From an optimization exercise on the open Yosys and OpenROAD flow, aimed at small area and a short achievable clock period; shortcuts taken in it are not production practice.
The RTL was checked by simulation tests, not by an equivalence proof against the original design.
Power figures rest on the tool's default switching activity, not on a simulated workload.

==> flow/design.v <==
package eth_sw_pkg;
    typedef logic [31:0] eth_word_t;
    typedef struct packed {
        logic      eop;
        eth_word_t data;
    } fifo_entry_t;
    typedef enum logic [1:0] {IDLE, SEND, GAP} egress_state_e;
    typedef enum logic {PORT_A, PORT_B} port_sel_e;
    localparam eth_word_t ADDR_A_DEF        = 32'hA0A0_A0A0;
    localparam eth_word_t ADDR_B_DEF        = 32'hB0B0_B0B0;
    localparam int        FIFO_DEPTH_DEF    = 32;
    localparam int        MAX_PKT_WORDS_DEF = 16;
endpackage
module eth_pkt_fifo
#(
    parameter eth_sw_pkg::eth_word_t ADDR_A        = eth_sw_pkg::ADDR_A_DEF,
    parameter eth_sw_pkg::eth_word_t ADDR_B        = eth_sw_pkg::ADDR_B_DEF,
    parameter int        FIFO_DEPTH    = eth_sw_pkg::FIFO_DEPTH_DEF,
    parameter int        MAX_PKT_WORDS = eth_sw_pkg::MAX_PKT_WORDS_DEF
) (
    input  logic        clk,
    input  logic        rst_n,
    input  logic        in_valid,
    input  logic [31:0] in_data,
    input  logic        pop,         
    output logic [31:0] rd_data,     
    output logic        h_dest,      
    output logic        h_single,    
    output logic        pkt_avail,
    output logic        drop
);
    localparam int AW = $clog2(FIFO_DEPTH);
    localparam int WW = $clog2(MAX_PKT_WORDS + 1);
    localparam logic [AW:0]   MAX_USED = FIFO_DEPTH - MAX_PKT_WORDS;   
    localparam logic [WW-1:0] MAX_W    = MAX_PKT_WORDS;
    logic [31:0]   mem [0:FIFO_DEPTH-1];
    logic [AW:0]   wr_ptr, rd_ptr, cmt_ptr, used, wr_inc, rd_inc;
    logic [AW-1:0] hdr_ptr;
    logic [WW-1:0] wcnt;
    logic          prev_valid, storing, hdr_dest, room, avail;
    logic          sop, match_a, match_b, is_b, admit, pay_ok, pay, commit, wr_en;
    logic [5:0]    hrec;
    logic [31:0]   wdata;
    logic [FIFO_DEPTH-1:0] wr_dec, hdr_dec, rd_dec, we;
    always_comb begin
        match_a = (in_data == ADDR_A);
        match_b = (in_data == ADDR_B);
        is_b    = |((in_data ^ ADDR_A) & (ADDR_A ^ ADDR_B));
        sop     = in_valid & ~prev_valid;
        admit   = sop & (match_a | match_b) & room;
        pay_ok  = prev_valid & storing & (wcnt < MAX_W);
        pay     = in_valid & pay_ok;
        commit  = ~in_valid & prev_valid & storing;
        drop    = sop & ~admit;
        wr_en   = admit | pay;
        hrec    = {4'(wcnt - 2'd2), (wcnt == WW'(1)), hdr_dest};
        wdata   = {in_data[31:6], in_valid ? in_data[5:0] : hrec};   
    end
    always_comb begin
        for (int i = 0; i < FIFO_DEPTH; i++) begin
            wr_dec[i]  = pay_ok & (wr_ptr[AW-1:0] == AW'(i));
            hdr_dec[i] = prev_valid & storing & (hdr_ptr == AW'(i));
            we[i]      = in_valid ? wr_dec[i] : hdr_dec[i];
        end
    end
    always_ff @(posedge clk) begin
        for (int i = 0; i < FIFO_DEPTH; i++) begin
            if (we[i])     mem[i][5:0]  <= wdata[5:0];
            if (wr_dec[i]) mem[i][31:6] <= in_data[31:6];
        end
    end
    always_ff @(posedge clk) begin
        if (admit) begin
            hdr_ptr  <= wr_ptr[AW-1:0];
            hdr_dest <= is_b;
            wcnt     <= WW'(1);
        end else if (pay) begin
            wcnt <= wcnt + 1'b1;
        end
    end
    logic [1:0] nxt_rec;
    always_comb begin
        rd_data = '0;
        nxt_rec = '0;
        for (int i = 0; i < FIFO_DEPTH; i++) begin
            rd_data = rd_data | ({32{rd_dec[i]}} & mem[i]);
            nxt_rec = nxt_rec | ({2{rd_dec[i]}} & mem[(i + 1) % FIFO_DEPTH][1:0]);
        end
    end
    assign wr_inc = wr_ptr + 1'b1;
    assign rd_inc = rd_ptr + 1'b1;
    logic hit_cur, hit_nxt;
    assign hit_cur = (hdr_ptr == rd_ptr[AW-1:0]);
    assign hit_nxt = (hdr_ptr == rd_inc[AW-1:0]);
    logic [1:0] h_stay, h_move, h_new;
    assign h_new  = {(wcnt == WW'(1)), hdr_dest};
    assign h_stay = (commit & hit_cur) ? h_new : {h_single, h_dest};
    assign h_move = (commit & hit_nxt) ? h_new : nxt_rec;
    always_ff @(posedge clk) begin
        {h_single, h_dest} <= pop ? h_move : h_stay;
    end
    logic le_dn, le_eq, ne_cc, ne_ci, ne_wc, ne_wi;
    assign used  = wr_ptr - rd_ptr;
    assign le_eq = (used <= MAX_USED);
    assign le_dn = (used <= MAX_USED + 1'b1);     
    assign ne_cc = (cmt_ptr != rd_ptr);
    assign ne_ci = (cmt_ptr != rd_inc);
    assign ne_wc = (wr_ptr  != rd_ptr);
    assign ne_wi = (wr_ptr  != rd_inc);
    always_ff @(posedge clk or negedge rst_n) begin
        if (!rst_n) begin
            wr_ptr     <= '0;
            rd_ptr     <= '0;
            cmt_ptr    <= '0;
            rd_dec     <= FIFO_DEPTH'(1);
            room       <= 1'b1;
            avail      <= 1'b0;
            prev_valid <= 1'b1;
            storing    <= 1'b0;
        end else begin
            prev_valid <= in_valid;
            if (wr_en) wr_ptr <= wr_inc;
            if (pop) begin
                rd_ptr <= rd_inc;
                rd_dec <= {rd_dec[FIFO_DEPTH-2:0], rd_dec[FIFO_DEPTH-1]};
            end
            if (commit) cmt_ptr <= wr_ptr;
            if (admit)       storing <= 1'b1;
            else if (commit) storing <= 1'b0;
            room <= pop ? le_dn : le_eq;
            case ({commit, pop})
                2'b10:   avail <= ne_wc;
                2'b11:   avail <= ne_wi;
                2'b01:   avail <= ne_ci;
                default: avail <= ne_cc;
            endcase
        end
    end
    assign pkt_avail = avail;
endmodule
module eth_switch_2p
#(
    parameter eth_sw_pkg::eth_word_t ADDR_A        = eth_sw_pkg::ADDR_A_DEF,
    parameter eth_sw_pkg::eth_word_t ADDR_B        = eth_sw_pkg::ADDR_B_DEF,
    parameter int        FIFO_DEPTH    = eth_sw_pkg::FIFO_DEPTH_DEF,
    parameter int        MAX_PKT_WORDS = eth_sw_pkg::MAX_PKT_WORDS_DEF
) (
    input  logic        clk,
    input  logic        rst_n,
    input  logic        Ain,
    input  logic [31:0] inDataA,
    input  logic        Bin,
    input  logic [31:0] inDataB,
    output logic        Aout,
    output logic [31:0] outDataA,
    output logic        Bout,
    output logic [31:0] outDataB,
    output logic [15:0] drop_cnt_a,
    output logic [15:0] drop_cnt_b
);
    logic [1:0]       pop, pkt_avail, drop, h_dest, h_single, busy;
    logic [1:0][31:0] rd_data;
    logic [1:0][31:0] port_addr;
    logic [1:0][1:0]  cand;
    logic [1:0]       contend, gnt_v, gnt, grant, idle, last;
    logic [1:0]       send_q, gap_q;    
    logic [1:0][3:0]  rem_q;
    logic [1:0]       sel_q;
    logic [1:0]       rr_q;
    logic [1:0]       out_v;
    logic [1:0][31:0] out_d;
    logic [1:0][15:0] dcnt;
    assign port_addr[0] = ADDR_A;
    assign port_addr[1] = ADDR_B;
    for (genvar f = 0; f < 2; f++) begin : g_ing
        eth_pkt_fifo #(
            .ADDR_A(ADDR_A), .ADDR_B(ADDR_B),
            .FIFO_DEPTH(FIFO_DEPTH), .MAX_PKT_WORDS(MAX_PKT_WORDS)
        ) u_fifo (
            .clk(clk), .rst_n(rst_n),
            .in_valid((f == 0) ? Ain : Bin),
            .in_data((f == 0) ? inDataA : inDataB),
            .pop(pop[f]),
            .rd_data(rd_data[f]), .h_dest(h_dest[f]), .h_single(h_single[f]),
            .pkt_avail(pkt_avail[f]), .drop(drop[f])
        );
    end
    always_comb begin
        for (int f = 0; f < 2; f++) begin
            busy[f] = (send_q[0] & (sel_q[0] == f[0])) | (send_q[1] & (sel_q[1] == f[0]));
        end
        for (int p = 0; p < 2; p++) begin
            idle[p] = ~send_q[p] & ~gap_q[p];
            for (int f = 0; f < 2; f++) begin
                cand[p][f] = pkt_avail[f] & ~busy[f] & (h_dest[f] == p[0]);
            end
            contend[p] = &cand[p];
            gnt_v[p]   = |cand[p];
            gnt[p]     = contend[p] ? rr_q[p] : ~cand[p][0];
            grant[p]   = idle[p] & gnt_v[p];
            last[p]    = idle[p] ? h_single[gnt[p]] : (rem_q[p] == 4'd0);
        end
        for (int f = 0; f < 2; f++) begin
            pop[f] = busy[f] | (grant[0] & (gnt[0] == f[0])) | (grant[1] & (gnt[1] == f[0]));
        end
    end
    always_ff @(posedge clk or negedge rst_n) begin
        if (!rst_n) begin
            send_q <= '0;
            gap_q  <= '0;
            sel_q  <= '0;
            rr_q   <= '0;
        end else begin
            for (int p = 0; p < 2; p++) begin
                send_q[p] <= (grant[p] | send_q[p]) & ~last[p];
                gap_q[p]  <= (grant[p] | send_q[p]) & last[p];
                if (grant[p]) sel_q[p] <= gnt[p];
                if (idle[p] && contend[p]) rr_q[p] <= ~rr_q[p];
            end
        end
    end
    always_ff @(posedge clk) begin
        for (int p = 0; p < 2; p++) begin
            if (grant[p])       rem_q[p] <= rd_data[gnt[p]][5:2];
            else if (send_q[p]) rem_q[p] <= rem_q[p] - 1'b1;
        end
    end
    logic [1:0][15:0] dcnt_inc;
    logic [1:0]       dcnt_full;
    always_comb begin
        for (int p = 0; p < 2; p++) begin
            dcnt_full[p] = &dcnt[p];
            for (int i = 0; i < 16; i++) begin
                dcnt_inc[p][i] = dcnt[p][i] ^ ((dcnt[p] & ((16'd1 << i) - 16'd1)) == ((16'd1 << i) - 16'd1));
            end
        end
    end
    always_ff @(posedge clk or negedge rst_n) begin
        if (!rst_n) begin
            out_v <= '0;
            out_d <= '0;
            dcnt  <= '0;
        end else begin
            for (int p = 0; p < 2; p++) begin
                out_v[p] <= grant[p] | send_q[p];
                out_d[p] <= grant[p] ? port_addr[p] : (send_q[p] ? rd_data[sel_q[p]] : '0);
                if (drop[p] && !dcnt_full[p]) dcnt[p] <= dcnt_inc[p];
            end
        end
    end
    assign Aout       = out_v[0];
    assign outDataA   = out_d[0];
    assign Bout       = out_v[1];
    assign outDataB   = out_d[1];
    assign drop_cnt_a = dcnt[0];
    assign drop_cnt_b = dcnt[1];
endmodule
==> flow/flow/run.sh <==
#!/bin/bash
# The standard layout (the standard.sh, all steps), with two changes:
#  - port buffers of a plain buffer cell instead of the flow's default pick;
#  - clock tree synthesis without dummy loads and with larger sink clusters.
set -euo pipefail
bash standard.sh \
  "BUFFER_PORTS_ARGS=-buffer_cell sky130_fd_sc_hd__buf_4" \
  "CTS_ARGS=-sink_clustering_enable -repair_clock_nets -dont_use_dummy_load -sink_clustering_size 24 -sink_clustering_max_diameter 80" \
  finish > make_finish.log 2>&1
==> flow/standard.sh <==
#!/bin/bash
# synth_recipe.tcl (not shown) runs the flow's synth.tcl, then flattens the netlist and writes it again
# the make line also repeats each setting of config.mk as NAME=value (left out here)
make -C /OpenROAD-flow-scripts/flow DESIGN_CONFIG=/design/flow/config.mk WORK_HOME=/design/flow/orfs CLKGATE_MAP_FILE= SYNTH_SCRIPT=/design/flow/synth_recipe.tcl "${@:-finish}"
==> flow/config.mk <==
export PLATFORM = sky130hd
export DESIGN_NAME = eth_switch_2p
export DESIGN_NICKNAME = eth_switch_2p
export VERILOG_FILES = /design/flow/design.v
export SDC_FILE = /design/flow/constraint.sdc
export NUM_CORES = 4
export LEC_CHECK = 0
export CAP_MARGIN = 20
export CORE_MARGIN = 2
export CORE_UTILIZATION = 50
export SETUP_SLACK_MARGIN = 3.8
export SLEW_MARGIN = 20
export TNS_END_PERCENT = 10
==> flow/constraint.sdc <==
create_clock -name core_clock -period 6.5 [get_ports {clk}]
set_input_delay 1.3000 -clock core_clock [delete_from_list [all_inputs] [get_ports {clk}]]
set_output_delay 1.3000 -clock core_clock [all_outputs]
set_load 0.01 [all_outputs]
==> results.py, run 1 <==
metrics = {
    "logic_synthesis": {
        "synthTopCellsByArea": "edfxtp_1 72%, a22oi_1 6.3%, dfrtp_1 6.0%, a22o_1 1.9%, a221oi_1 1.9%",
        "ys_warn_count": 3,
        "synth_edf_count": 2072,
        "syn_inst": 5066,
        "synth_top_family_by_area": "compound AO/OA/AOI/OAI gates",
        "ys.flop_type": "edfxtp_1",
        "ys_ff_latch": 2296,
        "synth_xor_area_share_pct": 1.021,
        "yosys.area_share.simple_pct": 5.109,
        "synthAdderAreaFrac_pct": 0.6555,
        "synth_common_cells": "2,072 x edfxtp_1, 728 x a22oi_1, 258 x clkbuf_1, 208 x dfrtp_1, 202 x nand2_1",
        "synth.avg_cell_area_um2": 17.03,
        "synth_top_area_cell": "edfxtp_1",
        "synthesis.area_um2": 86270,
        "seq_area_frac_synth_pct": 78.57,
        "synthesis.nets": 5178,
        "synth.area.mux_share_pct": 1.015,
        "synth_most_common_cell": "edfxtp_1",
        "synth.top_cell.area_share_pct": 72.12,
        "async_reset_ff_share_pct": 9.321,
        "synth_compound_area_share_pct": 11.98,
        "synth_cell_types": 80,
    },
    "route": {
        "wl_per_cell_um": 40.32,
        "routed_wl_mm": 303.9,
        "drc": 0,
        "antenna_left": 0,
        "num_vias": 53607,
        "drtIter0Drc": 8839,
        "dr.pass1.iters": 6,
        "via_per_inst": 7.113,
    },
    "critical_path": {
        "cp-start-kind": "register",
        "endpoint_kind": "register",
        "worst_path_largest_cell_delay_ns": 0.73,
        "cp.required_ns": 7.11,
        "rr_worst_depth": 6,
        "reg2reg_from": "g_ing[1].u_fifo.rd_dec[22]$_DFFE_PN0N_",
        "rrSetupSlack_ns": 3.43,
        "crit_path_max_fanout": 19,
        "critPathTopFamily": "simple AND/OR/NAND/NOR gates",
        "path_cells": "buf_4 -> a22o_1 -> a221oi_1 -> nand4_1 -> nor3_1 -> a211oi_1",
        "worstPathArrival_ns": 3.68,
        "slowest_stage": "nor3_1",
        "critical_path_class": "register to register",
        "r2r-end": "out_d[10]$_DFF_PN0_",
        "path_buf_inv": 1,
    },
    "die": {
        "floorplan.initialDensity_pct": 50.29,
        "die_area_um2": 175900,
        "core_um2": 171500,
        "dieHeight_um": 419.4,
        "ioPinCount": 166,
        "die_w_um": 419.4,
        "placementRows": 152,
    },
    "clock_tree": {
        "cts_made_buffers": 115,
        "htree_num_levels": 3,
        "postCtsHoldBufs": 0,
        "clk_path_buf_depth": 3,
        "cts.sinks": 2296,
        "cts_tree": "done",
        "path_clk_slew_ns": 0.09,
        "clockRootBuffer": "clkbuf_16",
        "insertion_delay_ns": 0.81,
    },
    "timing": {
        "setup_tns_ns": 0,
        "rsz0062_at_grt": "true",
        "relSlewSlack_pct": 32.39,
        "final_max_slew_viol_count": 0,
        "worstMarginPinSlew_ns": 1.010,
        "fin_worst_skew_ns": 0.08948,
        "max_freq_ghz": 0.3255,
        "setup_violations": 0,
        "hold_viol_final": 0,
        "period_needed_ns": 3.072,
        "timing.final.crit_share_pct": 47.26,
    },
    "power": {
        "swShare_pct": 24.07,
        "ir_drop_mv": 0.2426,
        "internal-power_w": 0.02062,
        "switchingPower_w": 0.006537,
        "pwr-share-clk_pct": 27.9,
        "leakagePower_nw": 30.87,
        "powerDensity_nw_per_um2": 284.8,
        "seqPwrFrac_pct": 61.7,
        "p_comb_share_pct": 10.5,
    },
    "min_path": {
        "hp-class": "register to register",
        "min_path_cells": 1,
        "hp-start": "g_ing[1].u_fifo.storing$_DFFE_PN0P_",
        "holdPathEnd": "g_ing[1].u_fifo.storing$_DFFE_PN0P_",
    },
    "layout": {
        "drive_gt1_share_pct": 15.47,
        "nets": 5332,
        "fill_cells": 13494,
        "fin_util_pct": 55.58,
        "area_growth_pct": 10.51,
    },
    "global_route": {
        "antenna_found_initial": 16,
        "grt_pass1_wl_mm": 411.7,
        "grt_overflow": 0,
        "grt_max_degree": 82,
        "grt_pass1_vias": 49981,
        "grt_use_total_pct": 34.15,
    },
    "run_status": {
        "status": "timing/DRC/antenna clean",
    },
    "place": {
        "port_buffers": 165,
        "place_hpwl_mm": 164.2,
        "place.gp.congestion": 0.9403,
    },
    "flow_run": {
        "drv_cap": 0,
    },
}
==> metal layers <==
layer	part of all wire, %	global-route usage [%]
met1	37	46.07
met2	48	55.17
met3	11	5.755
met4	5.2	14.62
met5	0.0076	0
==> worst max path at each step <==
stage                                           startpoint                                     to  slack [ns]  cells after the start
floorplan                                              Ain                    dcnt[8]$_DFFE_PN0P_        3.16                      7
global placement                               inDataA[27]                   dcnt[11]$_DFFE_PN0P_        1.15                      7
detailed placement                             inDataB[21]  g_ing[1].u_fifo.wr_ptr[5]$_DFFE_PN0P_        1.95                      8
CTS                   g_ing[0].u_fifo.prev_valid$_DFF_PN1_   g_ing[0].u_fifo.mem[10][0]$_DFFE_PP_        3.50                      4
global route          g_ing[1].u_fifo.prev_valid$_DFF_PN1_    g_ing[1].u_fifo.mem[6][1]$_DFFE_PP_        3.45                      4
finish              g_ing[1].u_fifo.rd_dec[22]$_DFFE_PN0N_                    out_d[10]$_DFF_PN0_        3.43                      6
==> cells by family (layout without fill, tap and decap cells) <==
family | count (synthesis) | count (layout)
DFF | 2296 | 2296
AOI/OAI and AO/OA | 1329 | 1329
and+or+nand+nor | 846 | 846
buffers and inverters | 372 | 524
xor gates and xnor gates | 99 | 99
muxes | 80 | 80
adders and majority gates | 44 | 44
other | 0 | 9
==> state kept, by name, indices dropped and copies added (netlist names) <==
| register | count |
|---|---|
| g_ing.u_fifo.mem | 2048 |
| g_ing.u_fifo.rd_dec | 64 |
| out_d | 64 |
| dcnt | 32 |
| g_ing.u_fifo.cmt_ptr | 12 |
| g_ing.u_fifo.rd_ptr | 12 |
| g_ing.u_fifo.wr_ptr | 12 |
| g_ing.u_fifo.hdr_ptr | 10 |
| g_ing.u_fifo.wcnt | 10 |
| rem_q | 8 |
| g_ing.u_fifo.avail | 2 |
| g_ing.u_fifo.h_dest | 2 |
| g_ing.u_fifo.h_single | 2 |
| g_ing.u_fifo.hdr_dest | 2 |
| g_ing.u_fifo.prev_valid | 2 |
| g_ing.u_fifo.room | 2 |
| g_ing.u_fifo.storing | 2 |
| gap_q | 2 |
| out_v | 2 |
| rr_q | 2 |
| sel_q | 2 |
| send_q | 2 |
==> cells in the final DEF (no fill, tap or decap), drive strengths merged, types with 60 or more instances in the layout <==
| cell | count |
|---|---|
| a221oi | 184 |
| a22o | 185 |
| a22oi | 729 |
| buf | 369 |
| clkbuf | 115 |
| dfrtp | 208 |
| edfxtp | 2072 |
| mux2 | 60 |
| nand2 | 202 |
| nand3 | 123 |
| nand4 | 183 |
| nor2 | 139 |
| o22ai | 61 |
| xnor2 | 73 |
==> metrics by stage <==
stage	cell area [um2]	worst slack, ns	power [W]	cells	hold WS (ns)
2_1_floorplan	86290	3.164	0.01858	5066	0.4487
3_3_place_gp	90940	1.154	0.01970	7366	0.4606
3_5_place_dp	90960	1.947	0.01975	7367	0.4738
4_1_cts	94570	3.499	0.02717	7509	0.4888
5_1_grt	95340	3.445	0.02786	7536	0.5118
6_report	95340	3.428	0.02715	7537	0.4838
==> power groups by stage <==
stage / sequential (W) / combinational, W / clock [W]
floorplan: 0.0170 / 0.00162 / 0
global placement: 0.0171 / 0.00258 / 0
detailed placement: 0.0171 / 0.00262 / 0
CTS: 0.0168 / 0.00284 / 0.00758
global route: 0.0168 / 0.00305 / 0.00803
finish: 0.0168 / 0.00284 / 0.00756
==> final cells by class <==
type	instances	area, um2	area share (%)
clock buffer	115	2878	3.018
antenna	9	22.52	0.02362
tap	2310	2890	3.031
multi-input combinational	2398	18310	19.20
sequential	2296	67940	71.26
timing repair buffer	369	3151	3.304
inverter	40	150.1	0.1575
==> what timing repair did <==
item,CTS,global route
setup endpoints to repair,682,718
gates resized for setup,89,106
pin swaps,4,4
buffers inserted,27,19
cloned,0,0
==> run 2, diff against run 1 <==
--- a/flow/config.mk
+++ b/flow/config.mk
@@ -8,6 +8,6 @@
 export CAP_MARGIN = 20
 export CORE_MARGIN = 2
-export CORE_UTILIZATION = 50
+export CORE_UTILIZATION = 55
 export SETUP_SLACK_MARGIN = 3.8
 export SLEW_MARGIN = 20
-export TNS_END_PERCENT = 10
+export TNS_END_PERCENT = 100
==> run 2 against run 1 <==
Net effect: still clean; worst setup slack improved by 0.23 ns; combinational power rose by 4%; global-route usage rose by 3.4 points; die area fell by 9.0%; critical path depth rose by 1; count of clock-buffer cells in the layout fell by 3; synthesized cell count did not move; fmax rose by 8.1%; first-iteration DRC count fell by 3.7%; register-to-register slack improved by 0.23 ns; utilization rose by 6.3 points; wire length fell by 0.53%; largest cell class unchanged; highest routed layer unchanged.
==> results.py, run 2 <==
metrics = {
    "run_status": {
        "status": "timing/DRC/antenna clean",
    },
    "route": {
        "via_per_inst": 7.312,
        "drtIter0Drc": 8508,
        "drc": 0,
        "num_vias": 53601,
        "routed_wl_mm": 302.3,
        "dr.pass1.iters": 7,
        "wl_per_cell_um": 41.23,
        "antenna_left": 0,
    },
    "timing": {
        "timing.final.crit_share_pct": 43.72,
        "final_max_slew_viol_count": 0,
        "hold_viol_final": 0,
        "setup_violations": 0,
        "rsz0062_at_grt": "true",
        "setup_tns_ns": 0,
        "fin_worst_skew_ns": 0.06174,
        "relSlewSlack_pct": 26.94,
        "worstMarginPinSlew_ns": 1.073,
        "period_needed_ns": 2.842,
        "max_freq_ghz": 0.3519,
    },
    "power": {
        "ir_drop_mv": 0.2540,
        "powerDensity_nw_per_um2": 282.2,
        "leakagePower_nw": 31.24,
        "fin_total_pwr_w": 0.02724,
    },
    "logic_synthesis": {
        "synthesis.area_um2": 86270,
        "seq_area_frac_synth_pct": 78.57,
        "synth_edf_count": 2072,
        "syn_inst": 5066,
        "synth_cell_types": 80,
        "synth.avg_cell_area_um2": 17.03,
        "synth_most_common_cell": "edfxtp_1",
        "synth.top_cell.area_share_pct": 72.12,
        "ys_ff_latch": 2296,
        "async_reset_ff_share_pct": 9.321,
        "ys.flop_type": "edfxtp_1",
        "synthesis.nets": 5178,
        "synthTopCellsByArea": "edfxtp_1 72%, a22oi_1 6.3%, dfrtp_1 6.0%, a22o_1 1.9%, a221oi_1 1.9%",
        "synth_top_area_cell": "edfxtp_1",
        "synth_common_cells": "2,072 x edfxtp_1, 728 x a22oi_1, 258 x clkbuf_1, 208 x dfrtp_1, 202 x nand2_1",
        "ys_warn_count": 3,
    },
    "clock_tree": {
        "path_clk_slew_ns": 0.10,
        "cts.sinks": 2296,
        "htree_num_levels": 3,
        "cts_made_buffers": 112,
        "insertion_delay_ns": 0.78,
        "postCtsHoldBufs": 0,
        "cts_tree": "done",
        "clockRootBuffer": "clkbuf_16",
        "clk_path_buf_depth": 3,
    },
    "layout": {
        "final_common_cell": "edfxtp_1",
        "top_regs": "g_ing.u_fifo.mem (2048), g_ing.u_fifo.rd_dec (64), out_d (64)",
        "area_growth_pct": 11.85,
        "largest_reg_flops": 2048,
        "final_cell_mix": "2,072 x edfxtp_1, 726 x a22oi_1, 290 x buf_4",
        "largest-register": "g_ing.u_fifo.mem",
        "nets": 5375,
        "drive_gt1_share_pct": 17.83,
    },
    "critical_path": {
        "worstPathArrival_ns": 3.48,
        "cp.required_ns": 7.14,
        "cp-start-kind": "register",
        "crit_path_max_fanout": 26,
        "endpoint_kind": "register",
        "critical_path_class": "register to register",
    },
    "global_route": {
        "grt_pass1_wl_mm": 410.3,
        "antenna_found_initial": 14,
        "grt_use_total_pct": 37.53,
        "grt_pass1_vias": 49754,
        "grt_overflow": 0,
        "grt_max_degree": 127,
    },
    "place": {
        "place.gp.congestion": 0.9539,
        "port_buffers": 165,
        "place_hpwl_mm": 161.3,
    },
    "min_path": {
        "hp-class": "register to register",
    },
    "flow_run": {
        "drv_cap": 0,
    },
    "die": {
        "floorplan.initialDensity_pct": 55.29,
        "die_w_um": 400.1,
        "dieHeight_um": 400.1,
        "core_um2": 156000,
        "placementRows": 145,
        "die_area_um2": 160000,
        "ioPinCount": 166,
    },
}
[run 2: cell count changes in the layout (fill, tap and decap cells not counted), sizes merged]
cell   change
diode      +3
buf       +43
[run 2: cells by family (layout without fill, tap and decap cells)]
logic type	Yosys count	after routing	share of synthesized area, %
AND/OR/NAND/NOR	846	846	5.109
multiplexers	80	80	1.015
buffers and inverters	372	567	1.646
XOR/XNOR	99	99	1.021
AO/OA/AOI/OAI	1329	1329	11.98
adder cells (fa/ha/maj)	44	44	0.6555
flip-flops	2296	2296	78.57
other	0	12	0
[run 2: what timing repair did]
item | in CTS | in global routing
setup endpoints to repair | 601 | 984
cloned | 0 | 2
gates resized for setup | 228 | 101
buffers inserted | 72 | 26
pin swaps | 14 | 19
[run 2: per-layer routing]
| layer | track usage (%) | wire, um |
|---|---|---|
| met5 | 0 | 48 |
| met4 | 14.00 | 14220 |
| met3 | 6.822 | 33900 |
| met2 | 60.85 | 144200 |
| met1 | 51.13 | 109900 |
[run 2: worst max-delay path, stage by stage (launching register included)]
cell and delay [ns]:
dfrtp_2 0.54, buf_4 0.41, a22o_1 0.31, a221oi_1 0.22, nand3_1 0.12, or4_1 0.58
mux2_2 0.29, a21o_1 0.22
[run 2: final timing paths]
| kind | to | from | depth (start not counted) | slack, ns |
|---|---|---|---|---|
| setup / recovery | out_d[53]$_DFF_PN0_ | g_ing[1].u_fifo.rd_dec[13]$_DFFE_PN0N_ | 7 | 3.66 |
| hold / removal | g_ing[1].u_fifo.storing$_DFFE_PN0P_ | g_ing[1].u_fifo.storing$_DFFE_PN0P_ | 1 | 0.50 |
| setup reg to reg | out_d[53]$_DFF_PN0_ | g_ing[1].u_fifo.rd_dec[13]$_DFFE_PN0N_ | 7 | 3.66 |
| hold reg to reg | g_ing[1].u_fifo.storing$_DFFE_PN0P_ | g_ing[1].u_fifo.storing$_DFFE_PN0P_ | 1 | 0.50 |
| max in group asynchronous | g_ing[1].u_fifo.rd_dec[12]$_DFFE_PN0N_ | rst_n | 2 | 4.54 |
| min in group asynchronous | g_ing[0].u_fifo.wr_ptr[1]$_DFFE_PN0P_ | rst_n | 1 | 0.55 |
[run 2: final cells by class]
class / instances / area, um2
antenna: 12 / 30.03
clock buffer: 112 / 2803
fill: 11341 / 59530
inverter: 40 / 150.1
multi-input combinational: 2398 / 19050
sequential: 2296 / 67990
tap: 2058 / 2575
timing repair buffer: 415 / 3900
[run 2: power breakdown]
group	internal [W]	total [W]	switching, W
Clock	0.00306	0.00747	0.00441
Combinational	0.00118	0.00294	0.00176
Sequential	0.0164	0.0168	0.000430
Total	0.0206	0.0272	0.00660
[run 2: per-stage QoR]
step	util (%)	area [um2]	hold slack [ns]	setup WS, ns	instances
after global placement	58.54	91330	0.4617	2.149	7107
after floorplan	-	87250	0.4487	3.224	5066
after CTS	61.38	95760	0.4966	3.631	7291
after detailed placement	58.54	91330	0.4745	2.160	7107
after global routing	61.84	96480	0.5184	3.626	7326
final	61.85	96500	0.4961	3.658	7331
==> run 3, diff against run 2 <==
--- a/flow/config.mk
+++ b/flow/config.mk
@@ -11,3 +11,3 @@
 export SETUP_SLACK_MARGIN = 3.8
 export SLEW_MARGIN = 20
-export TNS_END_PERCENT = 100
+export TNS_END_PERCENT = 30
==> run 3 against run 2 <==
Net effect: global-route usage increased by 0.25 points; cell count is essentially flat; via count rose by 0.24%; clock power about the same; sequential power hardly changed; register-to-register slack lost 0.09 ns; area after synthesis unchanged; fmax is 3.0% lower; largest power group unchanged; largest cell class unchanged; first-iteration DRC count fell by 0.48%.
==> results.py, run 3 <==
metrics = {
    "die": {
        "dieHeight_um": 400.1,
        "floorplan.initialDensity_pct": 55.29,
        "core_um2": 156000,
        "ioPinCount": 166,
        "die_w_um": 400.1,
        "die_area_um2": 160000,
        "placementRows": 145,
    },
    "timing": {
        "final_max_slew_viol_count": 0,
        "relSlewSlack_pct": 25.16,
        "setup_violations": 0,
        "timing.final.crit_share_pct": 45.09,
        "fin_worst_skew_ns": 0.06912,
        "rsz0062_at_grt": "true",
        "setup_tns_ns": 0,
        "worstMarginPinSlew_ns": 1.123,
        "hold_viol_final": 0,
        "period_needed_ns": 2.931,
        "max_freq_ghz": 0.3412,
    },
    "route": {
        "num_vias": 53731,
        "topRoutingLayerUsed": "met5",
        "drc": 0,
        "dr.pass1.iters": 8,
        "via_per_inst": 7.322,
        "drt-met1-wl_mm": 108.0,
        "wl_met2_mm": 145.1,
        "wl_met3_mm": 36.54,
        "routed_wl_mm": 303.9,
        "drtIter0Drc": 8467,
        "antenna_left": 0,
        "wl_per_cell_um": 41.41,
    },
    "layout": {
        "largest-register": "g_ing.u_fifo.mem",
        "area_growth_pct": 11.56,
        "multi_input_area_um2": 18790,
        "nets": 5380,
        "final_cell_mix": "2,072 x edfxtp_1, 727 x a22oi_1, 322 x buf_4",
        "drive_gt1_share_pct": 17.00,
        "stdcell_count": 7338,
        "seqCellArea_um2": 67960,
        "fill_cells": 11275,
        "top_regs": "g_ing.u_fifo.mem (2048), g_ing.u_fifo.rd_dec (64), out_d (64)",
        "largest_reg_flops": 2048,
        "final_common_cell": "edfxtp_1",
    },
    "logic_synthesis": {
        "synth_common_cells": "2,072 x edfxtp_1, 728 x a22oi_1, 258 x clkbuf_1, 208 x dfrtp_1, 202 x nand2_1",
        "synth_top_area_cell": "edfxtp_1",
        "synthesis.nets": 5178,
        "async_reset_ff_share_pct": 9.321,
        "synthTopCellsByArea": "edfxtp_1 72%, a22oi_1 6.3%, dfrtp_1 6.0%, a22o_1 1.9%, a221oi_1 1.9%",
        "ys_ff_latch": 2296,
        "synth_cell_types": 80,
        "synth_most_common_cell": "edfxtp_1",
        "ys.flop_type": "edfxtp_1",
        "synthesis.area_um2": 86270,
        "synth.avg_cell_area_um2": 17.03,
        "syn_inst": 5066,
        "synth.top_cell.area_share_pct": 72.12,
        "synth_edf_count": 2072,
        "seq_area_frac_synth_pct": 78.57,
        "ys_warn_count": 3,
    },
    "critical_path": {
        "worst_path_largest_cell_delay_ns": 0.99,
        "critical_path_class": "register to register",
        "worstPathArrival_ns": 3.28,
        "r2r-end": "g_ing[1].u_fifo.mem[24][5]$_DFFE_PP_",
        "reg2reg_from": "g_ing[1].u_fifo.prev_valid$_DFF_PN1_",
        "cp.required_ns": 6.85,
        "path_cells": "nand2_1 -> nor2_1 -> nand3_1 -> o22ai_1",
        "endpoint_kind": "register",
        "slowest_stage": "o22ai_1",
        "rrSetupSlack_ns": 3.57,
        "rr_worst_depth": 4,
        "crit_path_max_fanout": 15,
        "cp-start-kind": "register",
    },
    "clock_tree": {
        "path_clk_slew_ns": 0.09,
        "clockRootBuffer": "clkbuf_16",
        "htree_num_levels": 3,
        "postCtsHoldBufs": 0,
        "insertion_delay_ns": 0.78,
        "cts_made_buffers": 113,
        "cts.sinks": 2296,
        "cts_tree": "done",
        "clk_path_buf_depth": 3,
    },
    "global_route": {
        "grt_pass1_vias": 49883,
        "antenna_found_initial": 13,
        "grt_pass1_wl_mm": 411.5,
        "grt_max_degree": 150,
        "grt_use_total_pct": 37.78,
        "grt_overflow": 0,
    },
    "power": {
        "leakagePower_nw": 31.26,
        "powerDensity_nw_per_um2": 284.5,
        "ir_drop_mv": 0.2645,
    },
    "place": {
        "port_buffers": 165,
        "place.gp.congestion": 0.9382,
        "placedCellCount": 7105,
        "place_hpwl_mm": 161.2,
    },
    "flow_run": {
        "drv_cap": 0,
    },
    "min_path": {
        "hp-class": "primary input to async pin",
    },
    "run_status": {
        "status": "timing/DRC/antenna clean",
    },
}
run 3: cell counts after synthesis:
Identical to the previous run, type by type.
run 3: how the worst max path moves through the flow:
stage                                                start                               endpoint  slack [ns]  cells after the start
detailed placement                             inDataB[23]  g_ing[1].u_fifo.wr_ptr[5]$_DFFE_PN0P_        2.07                      8
global placement                               inDataB[23]  g_ing[1].u_fifo.wr_ptr[5]$_DFFE_PN0P_        2.08                      8
global route          g_ing[1].u_fifo.prev_valid$_DFF_PN1_   g_ing[1].u_fifo.mem[24][5]$_DFFE_PP_        3.47                      4
CTS                 g_ing[1].u_fifo.rd_dec[28]$_DFFE_PN0N_                    out_d[51]$_DFF_PN0_        3.55                      7
floorplan                                      inDataA[14]                    dcnt[8]$_DFFE_PN0P_        3.22                      6
finish                g_ing[1].u_fifo.prev_valid$_DFF_PN1_   g_ing[1].u_fifo.mem[24][5]$_DFFE_PP_        3.57                      4
run 3: metal layers:
metal  up-vias  GRT usage, %
met2      4115         60.95
met3       761         7.464
li1      21078             -
met1     27775         51.12
met5         -             0
met4         2         14.63
run 3: logic make-up after synthesis:
| kind of cell | share of synthesized area [%] |
|---|---|
| AOI/OAI and AO/OA | 11.98 |
| xor gates and xnor gates | 1.021 |
| adders and majority gates | 0.6555 |
| buffers and inverters | 1.646 |
| DFF | 78.57 |
| muxes | 1.015 |
| and+or+nand+nor | 5.109 |
run 3: timing repair:
| action | CTS | global route |
|---|---|---|
| pin swaps | 12 | 12 |
| gates resized for setup | 181 | 76 |
| buffers inserted | 60 | 42 |
| endpoints found under the setup margin | 554 | 607 |
| gates cloned | 3 | 0 |
run 3: final cells by class:
cell class | count | share of cell area [%]
antenna | 14 | 0.03640
sequential | 2296 | 70.61
timing repair buffer | 419 | 4.060
tap | 2058 | 2.675
inverter | 40 | 0.1560
multi-input combinational | 2398 | 19.52
clock buffer | 113 | 2.938
run 3: power breakdown:
part           leakage (nW)  switching [W]  internal, W
clock                  1.39        0.00439      0.00309
combinational          8.42        0.00191      0.00125
sequential             21.4       0.000362       0.0164
run 3: stage by stage:
stage / setup slack [ns] / hold slack, ns / total power (W) / cell area (um2) / util (%)
after floorplan: 3.224 / 0.4487 / 0.01858 / 87000 / -
after global placement: 2.076 / 0.4628 / 0.01973 / 91170 / 58.44
after detailed placement: 2.070 / 0.4679 / 0.01976 / 91170 / 58.44
after CTS: 3.554 / 0.4896 / 0.02734 / 95450 / 61.18
after global routing: 3.470 / 0.5232 / 0.02814 / 96230 / 61.67
final: 3.569 / 0.4882 / 0.02738 / 96240 / 61.69
run 3: worst max-delay path, delay by kind of cell (launching register included):
family | cells | cell delay, ns
and+or+nand+nor | 3 | 0.99
AOI/OAI and AO/OA | 1 | 0.99
DFF | 1 | 0.54
==> run 4, diff against run 3 <==
--- a/flow/config.mk
+++ b/flow/config.mk
@@ -8,6 +8,6 @@
 export CAP_MARGIN = 20
 export CORE_MARGIN = 2
-export CORE_UTILIZATION = 55
+export CORE_UTILIZATION = 70
 export SETUP_SLACK_MARGIN = 3.8
 export SLEW_MARGIN = 20
-export TNS_END_PERCENT = 30
+export TNS_END_PERCENT = 60
==> run 4 against run 3 <==
Net effect: critical endpoint is now out_d[43]$_DFF_PN0_; utilization rose by 16 points; clock power is 4.3% lower; worst setup slack improved by 0.16 ns; combinational power down 5%; cell area is 1.2% lower; global-route usage up 6.6 points; power decreased by 1.7%; sequential share of layout area rose by 0.79 points; synthesized cell count did not move; largest power group unchanged; die area shrank 21%; critical path depth up 3; hold slack gained 0.0026 ns.
==> results.py, run 4 <==
metrics = {
    "critical_path": {
        "r2r-end": "out_d[43]$_DFF_PN0_",
        "reg2reg_from": "g_ing[1].u_fifo.rd_dec[0]$_DFFE_PN1N_",
        "endpoint_kind": "register",
        "crit_path_max_fanout": 21,
        "critical_path_class": "register to register",
        "cp-start-kind": "register",
        "cp.required_ns": 7.14,
        "worstPathArrival_ns": 3.42,
        "rrSetupSlack_ns": 3.73,
        "rr_worst_depth": 7,
    },
    "timing": {
        "fin_worst_skew_ns": 0.07659,
        "hold_ws_ns": 0.4907,
        "max_freq_ghz": 0.3605,
        "timing.final.crit_share_pct": 42.67,
        "setup_tns_ns": 0,
        "period_needed_ns": 2.774,
        "worstMarginPinSlew_ns": 1.083,
        "setup_violations": 0,
        "relSlewSlack_pct": 26.28,
        "hold_viol_final": 0,
        "rsz0062_at_grt": "true",
        "final_max_slew_viol_count": 0,
    },
    "route": {
        "via_per_inst": 7.860,
        "antenna_left": 0,
        "drc": 0,
        "num_vias": 53958,
        "drtIter0Drc": 10613,
        "wl_per_cell_um": 40.81,
        "routed_wl_mm": 280.2,
        "dr.pass1.iters": 6,
    },
    "power": {
        "internal-power_w": 0.02049,
        "powerDensity_nw_per_um2": 282.9,
        "pwr-share-clk_pct": 26.6,
        "switchingPower_w": 0.006418,
        "p_comb_share_pct": 11.2,
        "leakagePower_nw": 31.00,
        "ir_drop_mv": 0.3139,
        "seqPwrFrac_pct": 62.3,
        "swShare_pct": 23.85,
    },
    "place": {
        "place.gp.congestion": 0.9584,
        "port_buffers": 165,
        "place_hpwl_mm": 149.4,
    },
    "clock_tree": {
        "clk_path_buf_depth": 3,
        "clockRootBuffer": "clkbuf_16",
        "htree_num_levels": 3,
        "cts.sinks": 2296,
        "insertion_delay_ns": 0.75,
        "path_clk_slew_ns": 0.09,
        "cts_made_buffers": 107,
        "cts_tree": "done",
    },
    "layout": {
        "seqCellArea_um2": 67920,
        "final_common_cell": "edfxtp_1",
        "top_regs": "g_ing.u_fifo.mem (2048), g_ing.u_fifo.rd_dec (64), out_d (64)",
        "largest_reg_flops": 2048,
        "area_growth_pct": 10.26,
        "largest-register": "g_ing.u_fifo.mem",
        "fin_util_pct": 77.94,
        "fill_cells": 6748,
        "drive_gt1_share_pct": 16.47,
        "final_cell_mix": "2,072 x edfxtp_1, 724 x a22oi_1, 297 x buf_4",
        "nets": 5342,
        "multi_input_area_um2": 18850,
    },
    "min_path": {
        "holdPathEnd": "dcnt[23]$_DFFE_PN0P_",
        "min_path_cells": 1,
        "hp-start": "dcnt[23]$_DFFE_PN0P_",
        "hp-class": "register to register",
    },
    "flow_run": {
        "drv_cap": 0,
    },
    "logic_synthesis": {
        "async_reset_ff_share_pct": 9.321,
        "synth.avg_cell_area_um2": 17.03,
        "ys_ff_latch": 2296,
        "ys.flop_type": "edfxtp_1",
        "synthesis.area_um2": 86270,
        "seq_area_frac_synth_pct": 78.57,
        "synthTopCellsByArea": "edfxtp_1 72%, a22oi_1 6.3%, dfrtp_1 6.0%, a22o_1 1.9%, a221oi_1 1.9%",
        "ys_warn_count": 3,
        "synth_top_area_cell": "edfxtp_1",
        "synth_common_cells": "2,072 x edfxtp_1, 728 x a22oi_1, 258 x clkbuf_1, 208 x dfrtp_1, 202 x nand2_1",
        "synth_most_common_cell": "edfxtp_1",
        "synth_cell_types": 80,
        "synth.top_cell.area_share_pct": 72.12,
        "synth_edf_count": 2072,
        "syn_inst": 5066,
        "synthesis.nets": 5178,
    },
    "global_route": {
        "grt_pass1_vias": 51137,
        "antenna_found_initial": 15,
        "grt_use_total_pct": 44.39,
        "grt_max_degree": 99,
        "grt_pass1_wl_mm": 385.1,
        "grt_overflow": 0,
    },
    "run_status": {
        "status": "timing/DRC/antenna clean",
    },
    "die": {
        "die_area_um2": 126100,
        "ioPinCount": 166,
        "core_um2": 122000,
        "dieHeight_um": 355.1,
        "placementRows": 128,
        "die_w_um": 355.1,
        "floorplan.initialDensity_pct": 70.69,
    },
}
==> run 4: cell count changes in the layout (fill, tap and decap cells not counted), sizes merged <==
cell    change
buf        -32
clkbuf      -6
diode       -2
bufbuf      -1
nor2        +1
==> run 4: power by group through the flow <==
stage	Combinational, W	Clock [W]	Sequential [W]
2_1_floorplan	0.00163	0	0.0170
3_3_place_gp	0.00254	0	0.0171
3_5_place_dp	0.00260	0	0.0171
4_1_cts	0.00288	0.00710	0.0167
5_1_grt	0.00320	0.00756	0.0168
6_report	0.00300	0.00715	0.0168
==> run 4: per-stage QoR <==
| stage | total power [W] | cell area (um2) | cells | setup slack [ns] |
|---|---|---|---|---|
| floorplan | 0.01858 | 87090 | 5066 | 3.224 |
| finish | 0.02691 | 95120 | 6865 | 3.726 |
| global placement | 0.01964 | 90710 | 6679 | 2.091 |
| global route | 0.02754 | 95110 | 6861 | 3.699 |
| CTS | 0.02672 | 94430 | 6828 | 3.669 |
| detailed placement | 0.01971 | 90710 | 6679 | 2.037 |
==> run 4: area by class of cell <==
| type | instances | share of cell area, % |
|---|---|---|
| antenna | 12 | 0.03157 |
| clock buffer | 107 | 2.815 |
| inverter | 40 | 0.1578 |
| multi-input combinational | 2399 | 19.82 |
| sequential | 2296 | 71.40 |
| tap | 1625 | 2.138 |
| timing repair buffer | 386 | 3.636 |
==> run 4: logic make-up after synthesis <==
| logic type | count (synthesis) | synth area share [%] |
|---|---|---|
| flops | 2296 | 78.57 |
| compound gates | 1329 | 11.98 |
| simple gates | 846 | 5.109 |
| buf+inv | 372 | 1.646 |
| xor+xnor | 99 | 1.021 |
| mux | 80 | 1.015 |
| fa+ha+maj | 44 | 0.6555 |
==> run 4: critical path, stage by stage, from the launching register on <==
cell and delay (ns):
dfstp_2 0.57, buf_4 0.39, a22o_1 0.28, a221oi_1 0.22, nand4_1 0.15, nor3_1 0.70, nand2_1 0.14, o211a_1 0.18
==> run 4: worst max-delay path by stage <==
stage                                     startpoint                                    to  cells after the start
6_report       g_ing[1].u_fifo.rd_dec[0]$_DFFE_PN1N_                   out_d[43]$_DFF_PN0_                      7
5_1_grt                                          Bin  g_ing[1].u_fifo.mem[31][2]$_DFFE_PP_                      4
4_1_cts         g_ing[0].u_fifo.prev_valid$_DFF_PN1_  g_ing[0].u_fifo.mem[2][23]$_DFFE_PP_                      6
3_5_place_dp                             inDataB[23]                  dcnt[18]$_DFFE_PN0P_                      7
3_3_place_gp                             inDataB[23]                  dcnt[20]$_DFFE_PN0P_                      7
2_1_floorplan                            inDataA[14]                   dcnt[8]$_DFFE_PN0P_                      6
==> run 4: what timing repair did <==
item                                    4_1_cts  5_1_grt
resized for setup                           137       94
cloned                                        1        2
buffers inserted                             41       23
endpoints found under the setup margin      539      436
hold buffers                                  0        0
pin swaps                                    10       21
==> run 4: routing by layer <==
metal	up-vias	track usage (%)	wire length (um)	share of wire [%]
met5	-	0	63	0.022
met4	10	24.98	20450	7.3
met3	1172	11.46	44040	16
met2	5101	68.30	126900	45
met1	26693	58.72	88730	32
li1	20982	-	-	-
==> run 5, diff against run 4 <==
--- a/flow/config.mk
+++ b/flow/config.mk
@@ -8,5 +8,5 @@
 export CAP_MARGIN = 20
 export CORE_MARGIN = 2
-export CORE_UTILIZATION = 70
+export CORE_UTILIZATION = 55
 export SETUP_SLACK_MARGIN = 3.8
 export SLEW_MARGIN = 20
==> run 5 against run 4 <==
Net effect: via count is 0.55% lower; register-to-register slack hardly changed; clock power is 4.9% higher; worst setup slack better by 0.0096 ns; cell count is 7.2% higher; combinational power is 4% higher; critical path type unchanged; synthesized cell count stayed put; sequential share of layout area is 1.5 points lower.
==> results.py, run 5 <==
metrics = {
    "run_status": {
        "status": "timing/DRC/antenna clean",
    },
    "logic_synthesis": {
        "synth_edf_count": 2072,
        "ys_warn_count": 3,
        "synth_common_cells": "2,072 x edfxtp_1, 728 x a22oi_1, 258 x clkbuf_1, 208 x dfrtp_1, 202 x nand2_1",
        "synthTopCellsByArea": "edfxtp_1 72%, a22oi_1 6.3%, dfrtp_1 6.0%, a22o_1 1.9%, a221oi_1 1.9%",
        "synthesis.area_um2": 86270,
        "seq_area_frac_synth_pct": 78.57,
        "synth_top_area_cell": "edfxtp_1",
        "ys.flop_type": "edfxtp_1",
        "synth_most_common_cell": "edfxtp_1",
        "synth.top_cell.area_share_pct": 72.12,
        "synth.avg_cell_area_um2": 17.03,
        "synth_cell_types": 80,
        "synthesis.nets": 5178,
        "async_reset_ff_share_pct": 9.321,
        "syn_inst": 5066,
        "ys_ff_latch": 2296,
    },
    "clock_tree": {
        "postCtsHoldBufs": 0,
        "cts.sinks": 2296,
        "insertion_delay_ns": 0.79,
        "cts_tree": "done",
        "clockRootBuffer": "clkbuf_16",
        "clk_path_buf_depth": 3,
        "cts_made_buffers": 114,
        "htree_num_levels": 3,
        "path_clk_slew_ns": 0.10,
    },
    "route": {
        "drc": 0,
        "dr.pass1.iters": 6,
        "routed_wl_mm": 303.6,
        "drtIter0Drc": 8495,
        "via_per_inst": 7.291,
        "antenna_left": 0,
        "num_vias": 53660,
        "wl_per_cell_um": 41.25,
    },
    "timing": {
        "timing.final.crit_share_pct": 42.53,
        "final_max_slew_viol_count": 0,
        "rsz0062_at_grt": "true",
        "setup_tns_ns": 0,
        "setup_violations": 0,
        "period_needed_ns": 2.764,
        "relSlewSlack_pct": 35.71,
        "worstMarginPinSlew_ns": 0.9442,
        "fin_worst_skew_ns": 0.08993,
        "max_freq_ghz": 0.3618,
        "hold_viol_final": 0,
    },
    "critical_path": {
        "cp.required_ns": 6.87,
        "worst_path_largest_cell_delay_ns": 0.66,
        "cp-start-kind": "register",
        "slowest_stage": "buf_4",
        "path_cells": "nand2_1 -> nor2_1 -> nand2_1 -> buf_4 -> nor2_4 -> buf_4",
        "endpoint_kind": "register",
        "worstPathArrival_ns": 3.14,
        "critical_path_class": "register to register",
        "crit_path_max_fanout": 26,
    },
    "layout": {
        "final_common_cell": "edfxtp_1",
        "final_cell_mix": "2,072 x edfxtp_1, 725 x a22oi_1, 312 x buf_4",
        "fin_util_pct": 62.28,
        "nets": 5411,
        "largest_reg_flops": 2048,
        "area_growth_pct": 12.63,
        "drive_gt1_share_pct": 18.16,
        "top_regs": "g_ing.u_fifo.mem (2048), g_ing.u_fifo.rd_dec (64), out_d (64)",
        "largest-register": "g_ing.u_fifo.mem",
    },
    "global_route": {
        "grt_max_degree": 87,
        "grt_overflow": 0,
        "antenna_found_initial": 7,
        "grt_use_total_pct": 37.50,
        "grt_pass1_vias": 50142,
        "grt_pass1_wl_mm": 409.6,
    },
    "min_path": {
        "hp-class": "register to register",
    },
    "die": {
        "die_area_um2": 160000,
        "placementRows": 145,
        "core_um2": 156000,
        "dieHeight_um": 400.1,
        "ioPinCount": 166,
        "die_w_um": 400.1,
        "floorplan.initialDensity_pct": 55.29,
    },
    "power": {
        "powerDensity_nw_per_um2": 281.9,
        "fin_total_pwr_w": 0.02739,
        "leakagePower_nw": 31.60,
        "ir_drop_mv": 0.2542,
    },
    "place": {
        "place.gp.congestion": 0.9525,
        "port_buffers": 165,
        "place_hpwl_mm": 159.9,
    },
    "flow_run": {
        "drv_cap": 0,
    },
}
run 5: cell counts after synthesis:
No cell type changed its count.
run 5: cells by family after synthesis:
family | count (synthesis) | synth area share, %
buffers and inverters | 372 | 1.646
DFF | 2296 | 78.57
AOI/OAI and AO/OA | 1329 | 11.98
and+or+nand+nor | 846 | 5.109
muxes | 80 | 1.015
adders and majority gates | 44 | 0.6555
xor gates and xnor gates | 99 | 1.021
run 5: area by class of cell:
type / count / area [um2]
clock buffer: 114 / 2853
antenna: 5 / 12.51
inverter: 40 / 150.1
timing repair buffer: 449 / 4553
sequential: 2296 / 67970
fill: 11310 / 58860
multi-input combinational: 2398 / 19060
tap: 2058 / 2575
run 5: what timing repair did:
action                                  CTS  global route
resized for setup                       174           168
buffers inserted                         66            57
pin swaps                                12            33
gates cloned                              0             8
endpoints found under the setup margin  522           558
run 5: report_power, final:
group	total (W)	switching, W	internal (W)
Combinational	0.00313	0.00186	0.00127
Clock	0.00750	0.00439	0.00311
Sequential	0.0168	0.000374	0.0164
Total	0.0274	0.00662	0.0208
run 5: stage by stage:
step / cells / worst slack, ns / hold WS, ns / instance area (um2)
global placement: 7107 / 1.287 / 0.4628 / 91230
CTS: 7289 / 3.614 / 0.5020 / 95700
floorplan: 5066 / 3.224 / 0.4487 / 87090
detailed placement: 7109 / 2.136 / 0.4816 / 91270
global route: 7357 / 3.693 / 0.5199 / 97160
finish: 7360 / 3.736 / 0.4989 / 97170
run 5: final timing paths:
check                                                     start                                endpoint  cells after the start  slack, ns
setup / recovery           g_ing[1].u_fifo.prev_valid$_DFF_PN1_    g_ing[1].u_fifo.mem[1][15]$_DFFE_PP_                      6       3.74
hold / removal                             dcnt[11]$_DFFE_PN0P_                    dcnt[11]$_DFFE_PN0P_                      1       0.50
setup reg to reg           g_ing[1].u_fifo.prev_valid$_DFF_PN1_    g_ing[1].u_fifo.mem[1][15]$_DFFE_PP_                      6       3.74
hold reg to reg                            dcnt[11]$_DFFE_PN0P_                    dcnt[11]$_DFFE_PN0P_                      1       0.50
max in group asynchronous                                 rst_n  g_ing[1].u_fifo.rd_dec[21]$_DFFE_PN0N_                      2       4.58
min in group asynchronous                                 rst_n   g_ing[0].u_fifo.wr_ptr[4]$_DFFE_PN0P_                      1       0.54
run 5: routing by layer:
layer / vias up / wire length (um) / GRT usage, %
met3: 738 / 34830 / 7.578
met1: 28022 / 109900 / 50.80
li1: 21127 / - / -
met2: 3767 / 144800 / 60.71
met5: - / 48 / 0
met4: 6 / 14010 / 13.57
run 5: worst max-delay path: cells and delay by family, from the launching register on:
kind          cells  cell delay, ns
flops             1            0.54
simple gates      4            0.87
buf+inv           2            0.95
==> run 6, diff against run 5 <==
--- a/flow/config.mk
+++ b/flow/config.mk
@@ -8,6 +8,6 @@
 export CAP_MARGIN = 20
 export CORE_MARGIN = 2
-export CORE_UTILIZATION = 55
-export SETUP_SLACK_MARGIN = 3.8
+export CORE_UTILIZATION = 60
+export SETUP_SLACK_MARGIN = 4.0
 export SLEW_MARGIN = 20
 export TNS_END_PERCENT = 60
==> run 6 against run 5 <==
Net effect: highest routed layer unchanged; non-clock buffer count up 178; combinational power up 26%; largest power group unchanged; sequential cell count unchanged; utilization up 8.6 points; area after synthesis unchanged; power up 2.6%; register-to-register slack better by 0.15 ns; hold slack about the same; largest cell class unchanged.
==> results.py, run 6 <==
metrics = {
    "layout": {
        "top_regs": "g_ing.u_fifo.mem (2048), g_ing.u_fifo.rd_dec (64), out_d (64)",
        "fin_util_pct": 70.83,
        "largest_reg_flops": 2048,
        "area_growth_pct": 17.52,
        "final_cell_mix": "2,072 x edfxtp_1, 700 x a22oi_1, 271 x buf_4",
        "largest-register": "g_ing.u_fifo.mem",
        "stdcell_count": 7387,
        "final_common_cell": "edfxtp_1",
        "nets": 5587,
        "stdcell_area_um2": 101400,
        "drive_gt1_share_pct": 23.20,
    },
    "logic_synthesis": {
        "synth_most_common_cell": "edfxtp_1",
        "synth_common_cells": "2,072 x edfxtp_1, 728 x a22oi_1, 258 x clkbuf_1, 208 x dfrtp_1, 202 x nand2_1",
        "ys.flop_type": "edfxtp_1",
        "synth.avg_cell_area_um2": 17.03,
        "synth_edf_count": 2072,
        "syn_inst": 5066,
        "synthesis.nets": 5178,
        "ys_warn_count": 3,
        "synthesis.area_um2": 86270,
        "synthTopCellsByArea": "edfxtp_1 72%, a22oi_1 6.3%, dfrtp_1 6.0%, a22o_1 1.9%, a221oi_1 1.9%",
        "synth_cell_types": 80,
        "synth.top_cell.area_share_pct": 72.12,
        "seq_area_frac_synth_pct": 78.57,
        "synth_top_area_cell": "edfxtp_1",
        "ys_ff_latch": 2296,
        "async_reset_ff_share_pct": 9.321,
    },
    "global_route": {
        "grt_pass1_wl_mm": 420.7,
        "antenna_found_initial": 13,
        "grt_overflow": 0,
        "grt_max_degree": 121,
        "grt_pass1_vias": 52098,
        "grt_use_total_pct": 42.02,
    },
    "place": {
        "place_area_um2": 91390,
        "placedCellCount": 6942,
        "dpl_worst_slack_ns": 2.057,
        "place.gp.congestion": 0.9057,
        "port_buffers": 165,
        "place_hpwl_mm": 154.8,
    },
    "clock_tree": {
        "htree_num_levels": 3,
        "insertion_delay_ns": 0.78,
        "path_clk_slew_ns": 0.09,
        "cts_tree": "done",
        "clockRootBuffer": "clkbuf_16",
        "cts.sinks": 2296,
        "clk_path_buf_depth": 3,
        "cts_made_buffers": 111,
    },
    "die": {
        "die_w_um": 383.2,
        "dieHeight_um": 383.2,
        "core_um2": 143100,
        "die_area_um2": 146800,
        "ioPinCount": 166,
        "placementRows": 139,
        "floorplan.initialDensity_pct": 60.27,
    },
    "power": {
        "powerDensity_nw_per_um2": 277.3,
        "p_comb_share_pct": 14.0,
        "ir_drop_mv": 0.2422,
        "swShare_pct": 24.43,
        "pwr-share-clk_pct": 26.4,
        "leakagePower_nw": 33.46,
        "switchingPower_w": 0.006870,
        "seqPwrFrac_pct": 59.6,
        "internal-power_w": 0.02125,
    },
    "timing": {
        "period_needed_ns": 2.731,
        "setup_tns_ns": 0,
        "timing.final.crit_share_pct": 42.02,
        "fin_worst_skew_ns": 0.08242,
        "fin_ws_ns": 3.769,
        "setup_violations": 0,
        "hold_viol_final": 0,
        "max_freq_ghz": 0.3661,
        "relSlewSlack_pct": 24.88,
        "final_max_slew_viol_count": 0,
        "worstMarginPinSlew_ns": 1.103,
        "rsz0062_at_grt": "true",
    },
    "route": {
        "antenna_left": 0,
        "num_vias": 55617,
        "via_per_inst": 7.529,
        "dr.pass1.iters": 8,
        "drtIter0Drc": 9175,
        "routed_wl_mm": 314.0,
        "drc": 0,
        "wl_per_cell_um": 42.50,
    },
    "run_status": {
        "status": "timing/DRC/antenna clean",
    },
    "critical_path": {
        "slowest_stage": "dfrtp_2",
        "path_buf_inv": 1,
        "worstPathArrival_ns": 1.43,
        "cp-start-kind": "register",
        "path_cells": "buf_6",
        "crit_path_max_fanout": 1,
        "critical_path_class": "register to output port",
        "endpoint_kind": "output port",
        "worst_path_largest_cell_delay_ns": 0.51,
        "cp.required_ns": 5.20,
        "critPathTopFamily": "flip-flops",
    },
    "min_path": {
        "hp-class": "register to register",
    },
    "flow_run": {
        "drv_cap": 0,
    },
}
## run 6: logic make-up after synthesis
kind of cell	count (synthesis)	synth area share [%]
simple gates	846	5.109
mux	80	1.015
fa+ha+maj	44	0.6555
compound gates	1329	11.98
flops	2296	78.57
buf+inv	372	1.646
xor+xnor	99	1.021
## run 6: final timing paths
kind                                                           to  slack, ns                             startpoint  cells after the start
setup / recovery                                     outDataA[12]       3.77                    out_d[12]$_DFF_PN0_                      1
setup reg to reg                               rem_q[2]$_DFFE_PP_       3.89  g_ing[0].u_fifo.rd_dec[3]$_DFFE_PN0N_                      7
min in group asynchronous  g_ing[0].u_fifo.rd_dec[28]$_DFFE_PN0N_       0.59                                  rst_n                      1
max in group asynchronous  g_ing[1].u_fifo.rd_dec[19]$_DFFE_PN0N_       4.61                                  rst_n                      2
hold reg to reg               g_ing[1].u_fifo.storing$_DFFE_PN0P_       0.50    g_ing[1].u_fifo.storing$_DFFE_PN0P_                      1
hold / removal                g_ing[1].u_fifo.storing$_DFFE_PN0P_       0.50    g_ing[1].u_fifo.storing$_DFFE_PN0P_                      1
## run 6: final cells by class
class / instances / area (um2)
fill: 9009 / 41750
inverter: 40 / 150.1
timing repair buffer: 627 / 8020
sequential: 2296 / 67980
tap: 1903 / 2381
multi-input combinational: 2399 / 20040
antenna: 11 / 27.53
clock buffer: 111 / 2778
## run 6: power groups by stage
stage          sequential [W]  clock [W]  combinational [W]
3_5_place_dp           0.0171          0            0.00265
4_1_cts                0.0168    0.00740            0.00347
5_1_grt                0.0168    0.00788            0.00414
3_3_place_gp           0.0171          0            0.00258
6_report               0.0168    0.00742            0.00393
2_1_floorplan          0.0170          0            0.00164
## run 6: timing repair
| item | 4_1_cts | 5_1_grt |
|---|---|---|
| gates resized for setup | 531 | 230 |
| gates cloned | 28 | 14 |
| hold buffers | 0 | 0 |
| pin swaps | 70 | 95 |
| endpoints found under the setup margin | 1902 | 1454 |
| buffers inserted | 199 | 82 |
## run 6: layer usage
metal | part of all wire (%) | up-vias | global-route usage (%) | wire length [um]
met3 | 13 | 1060 | 9.032 | 39590
met4 | 6.8 | 6 | 22.59 | 21500
met5 | 0.011 | - | 0 | 36
met1 | 33 | 28508 | 54.55 | 105000
met2 | 47 | 4516 | 66.98 | 147900
li1 | - | 21527 | - | -
## run 6: through the flow
stage	hold slack, ns	power (W)
6_report	0.4987	0.02812
5_1_grt	0.5110	0.02881
4_1_cts	0.4984	0.02763
3_5_place_dp	0.4713	0.01976
3_3_place_gp	0.4564	0.01968
2_1_floorplan	0.4487	0.01859
==> run 7, diff against run 6 <==
--- a/flow/config.mk
+++ b/flow/config.mk
@@ -9,5 +9,6 @@
 export CORE_MARGIN = 2
 export CORE_UTILIZATION = 60
-export SETUP_SLACK_MARGIN = 4.0
+export PLACE_DENSITY = 0.7
+export SETUP_SLACK_MARGIN = 3.8
 export SLEW_MARGIN = 20
-export TNS_END_PERCENT = 60
+export TNS_END_PERCENT = 80
==> run 7 against run 6 <==
Net effect: global-route usage down 2.7 points; utilization down 3.6 points; cell count down 2.7%; sequential share of layout area up 3.6 points; cell area down 5.1%; critical path depth unchanged; still clean on timing, DRC and antenna; via count down 2.1%; die area unchanged; worst setup slack worse by 0.027 ns; clock skew down 0.011 ns; critical endpoint is now outDataB[0]; hold slack worse by 0.014 ns; combinational power down about 20%.
==> results.py, run 7 <==
metrics = {
    "global_route": {
        "grt_pass1_wl_mm": 398.4,
        "grt_max_degree": 105,
        "grt_overflow": 0,
        "grt_use_total_pct": 39.33,
        "grt_pass1_vias": 51142,
        "antenna_found_initial": 19,
    },
    "critical_path": {
        "cp-start-kind": "register",
        "critical_path_class": "register to output port",
        "rr_worst_depth": 6,
        "cp.required_ns": 5.20,
        "rrSetupSlack_ns": 3.75,
        "worstPathArrival_ns": 1.46,
        "path_buf_inv": 1,
        "worst_path_largest_cell_delay_ns": 0.52,
        "crit_cells": 1,
        "critPathTopFamily": "flip-flops",
        "path_cells": "buf_6",
        "slowest_stage": "dfrtp_2",
        "endpoint_kind": "output port",
        "crit_path_max_fanout": 1,
    },
    "route": {
        "via_per_inst": 7.582,
        "wl_per_cell_um": 40.46,
        "drc": 0,
        "drtIter0Drc": 9872,
        "num_vias": 54470,
        "antenna_left": 0,
        "dr.pass1.iters": 8,
        "routed_wl_mm": 290.7,
    },
    "logic_synthesis": {
        "syn_inst": 5066,
        "synth.avg_cell_area_um2": 17.03,
        "seq_area_frac_synth_pct": 78.57,
        "ys_ff_latch": 2296,
        "async_reset_ff_share_pct": 9.321,
        "synth_most_common_cell": "edfxtp_1",
        "synth_top_area_cell": "edfxtp_1",
        "synthTopCellsByArea": "edfxtp_1 72%, a22oi_1 6.3%, dfrtp_1 6.0%, a22o_1 1.9%, a221oi_1 1.9%",
        "ys.flop_type": "edfxtp_1",
        "ys_warn_count": 3,
        "synth_edf_count": 2072,
        "synthesis.nets": 5178,
        "synthesis.area_um2": 86270,
        "synth.top_cell.area_share_pct": 72.12,
        "synth_cell_types": 80,
        "synth_common_cells": "2,072 x edfxtp_1, 728 x a22oi_1, 258 x clkbuf_1, 208 x dfrtp_1, 202 x nand2_1",
    },
    "layout": {
        "nets": 5380,
        "fill_cells": 9419,
        "stdcell_area_um2": 96220,
        "stdcell_count": 7184,
        "top_regs": "g_ing.u_fifo.mem (2048), g_ing.u_fifo.rd_dec (64), out_d (64)",
        "largest_reg_flops": 2048,
        "fin_util_pct": 67.22,
        "final_common_cell": "edfxtp_1",
        "largest-register": "g_ing.u_fifo.mem",
        "final_cell_mix": "2,072 x edfxtp_1, 727 x a22oi_1, 310 x buf_4",
        "drive_gt1_share_pct": 17.85,
        "area_growth_pct": 11.53,
    },
    "die": {
        "die_w_um": 383.2,
        "ioPinCount": 166,
        "floorplan.initialDensity_pct": 60.27,
        "core_um2": 143100,
        "placementRows": 139,
        "die_area_um2": 146800,
        "dieHeight_um": 383.2,
    },
    "clock_tree": {
        "htree_num_levels": 3,
        "insertion_delay_ns": 0.78,
        "clk_path_buf_depth": 3,
        "cts_made_buffers": 109,
        "cts_tree": "done",
        "cts.sinks": 2296,
        "path_clk_slew_ns": 0.10,
        "clockRootBuffer": "clkbuf_16",
    },
    "place": {
        "place.gp.congestion": 0.9775,
        "port_buffers": 165,
        "place_area_um2": 91150,
        "place_hpwl_mm": 153.8,
        "placedCellCount": 6950,
    },
    "timing": {
        "period_needed_ns": 2.758,
        "max_freq_ghz": 0.3626,
        "worstMarginPinSlew_ns": 1.079,
        "hold_ws_ns": 0.4846,
        "fin_worst_skew_ns": 0.07182,
        "timing.final.crit_share_pct": 42.43,
        "final_max_slew_viol_count": 0,
        "hold_viol_final": 0,
        "rsz0062_at_grt": "true",
        "relSlewSlack_pct": 26.52,
        "setup_tns_ns": 0,
        "setup_violations": 0,
    },
    "flow_run": {
        "drv_cap": 0,
    },
    "run_status": {
        "status": "timing/DRC/antenna clean",
    },
    "power": {
        "leakagePower_nw": 31.25,
        "ir_drop_mv": 0.2967,
        "powerDensity_nw_per_um2": 283.1,
    },
    "min_path": {
        "hp-class": "primary input to async pin",
    },
}
[run 7: cell counts after synthesis]
Identical to the previous run, type by type.
[run 7: cells by family after synthesis]
kind of cell    share of synthesized area, %
simple gates                           5.109
xor+xnor                               1.021
buf+inv                                1.646
flops                                  78.57
fa+ha+maj                             0.6555
mux                                    1.015
compound gates                         11.98
[run 7: layout make-up]
class	count	area [um2]	share of cell area [%]
flip-flops and latches	2296	67990	70.67
multi-input cells	2399	19060	19.81
repair buffers	422	3865	4.017
clock buffers	109	2728	2.835
well taps	1903	2381	2.475
inverters	40	150.1	0.1560
diodes	15	37.54	0.03901
[run 7: timing repair]
| item | CTS | global route |
|---|---|---|
| gates resized for setup | 186 | 106 |
| pin swaps | 18 | 14 |
| endpoints found under the setup margin | 615 | 573 |
| hold buffers | 0 | 0 |
| gates cloned | 0 | 1 |
| buffers inserted | 73 | 36 |
[run 7: per-layer routing]
metal | vias to the layer above | wire (um) | track usage, % | share of wire [%]
li1 | 21065 | - | - | -
met1 | 27483 | 95550 | 51.54 | 33
met2 | 4882 | 134300 | 61.57 | 46
met3 | 1028 | 42340 | 10.17 | 15
met4 | 12 | 18460 | 19.74 | 6.4
met5 | - | 76 | 0 | 0.026
[run 7: worst paths after layout]
check,startpoint,to
min,rst_n,out_d[12]$_DFF_PN0_
max,out_d[32]$_DFF_PN0_,outDataB[0]
max reg2reg,g_ing[1].u_fifo.rd_dec[30]$_DFFE_PN0N_,out_d[12]$_DFF_PN0_
min in group core_clock,dcnt[0]$_DFFE_PN0P_,dcnt[0]$_DFFE_PN0P_
max in group asynchronous,rst_n,g_ing[1].u_fifo.rd_dec[16]$_DFFE_PN0N_
min reg2reg,dcnt[0]$_DFFE_PN0P_,dcnt[0]$_DFFE_PN0P_
[run 7: where the power goes]
part / internal, W / switching [W]
Clock: 0.00298 / 0.00431
Sequential: 0.0164 / 0.000403
Combinational: 0.00125 / 0.00190
[run 7: per-stage QoR]
step	power, W	setup WS (ns)
2_1_floorplan	0.01858	3.224
3_3_place_gp	0.01971	1.683
5_1_grt	0.02790	3.684
6_report	0.02724	3.742
3_5_place_dp	0.01976	2.142
4_1_cts	0.02698	3.659

## afterwards: timing with drivers on the ports
The results above use ideal ports. As a check the final layouts listed here were re-extracted and re-timed, cells and wires unchanged.
Step 1, drivers: a clkbuf_16 drives clk and a buf_2 each remaining input, both assumed.
Step 2 times the ports against the registers' clock, not the clock port: input delays grow and output delays shrink by t, the midpoint of the rising clock arrivals with the driver on.
Slacks: ideal ports / drivers / drivers and shift; pairs: ideal ports / drivers.
run | t, ns | setup slack, ns
run 1 | 0.856 | 3.428 / 3.428 / 2.582
run 2 | 0.841 | 3.658 / 3.650 / 2.922
run 3 | 0.841 | 3.569 / 3.569 / 2.878
run 4 | 0.792 | 3.726 / 3.645 / 2.959
run 5 | 0.837 | 3.736 / 3.651 / 2.924
run 6 | 0.829 | 3.769 / 3.682 / 2.939
run 7 | 0.827 | 3.742 / 3.658 / 2.893
After both steps setup and hold are still met in every run listed.
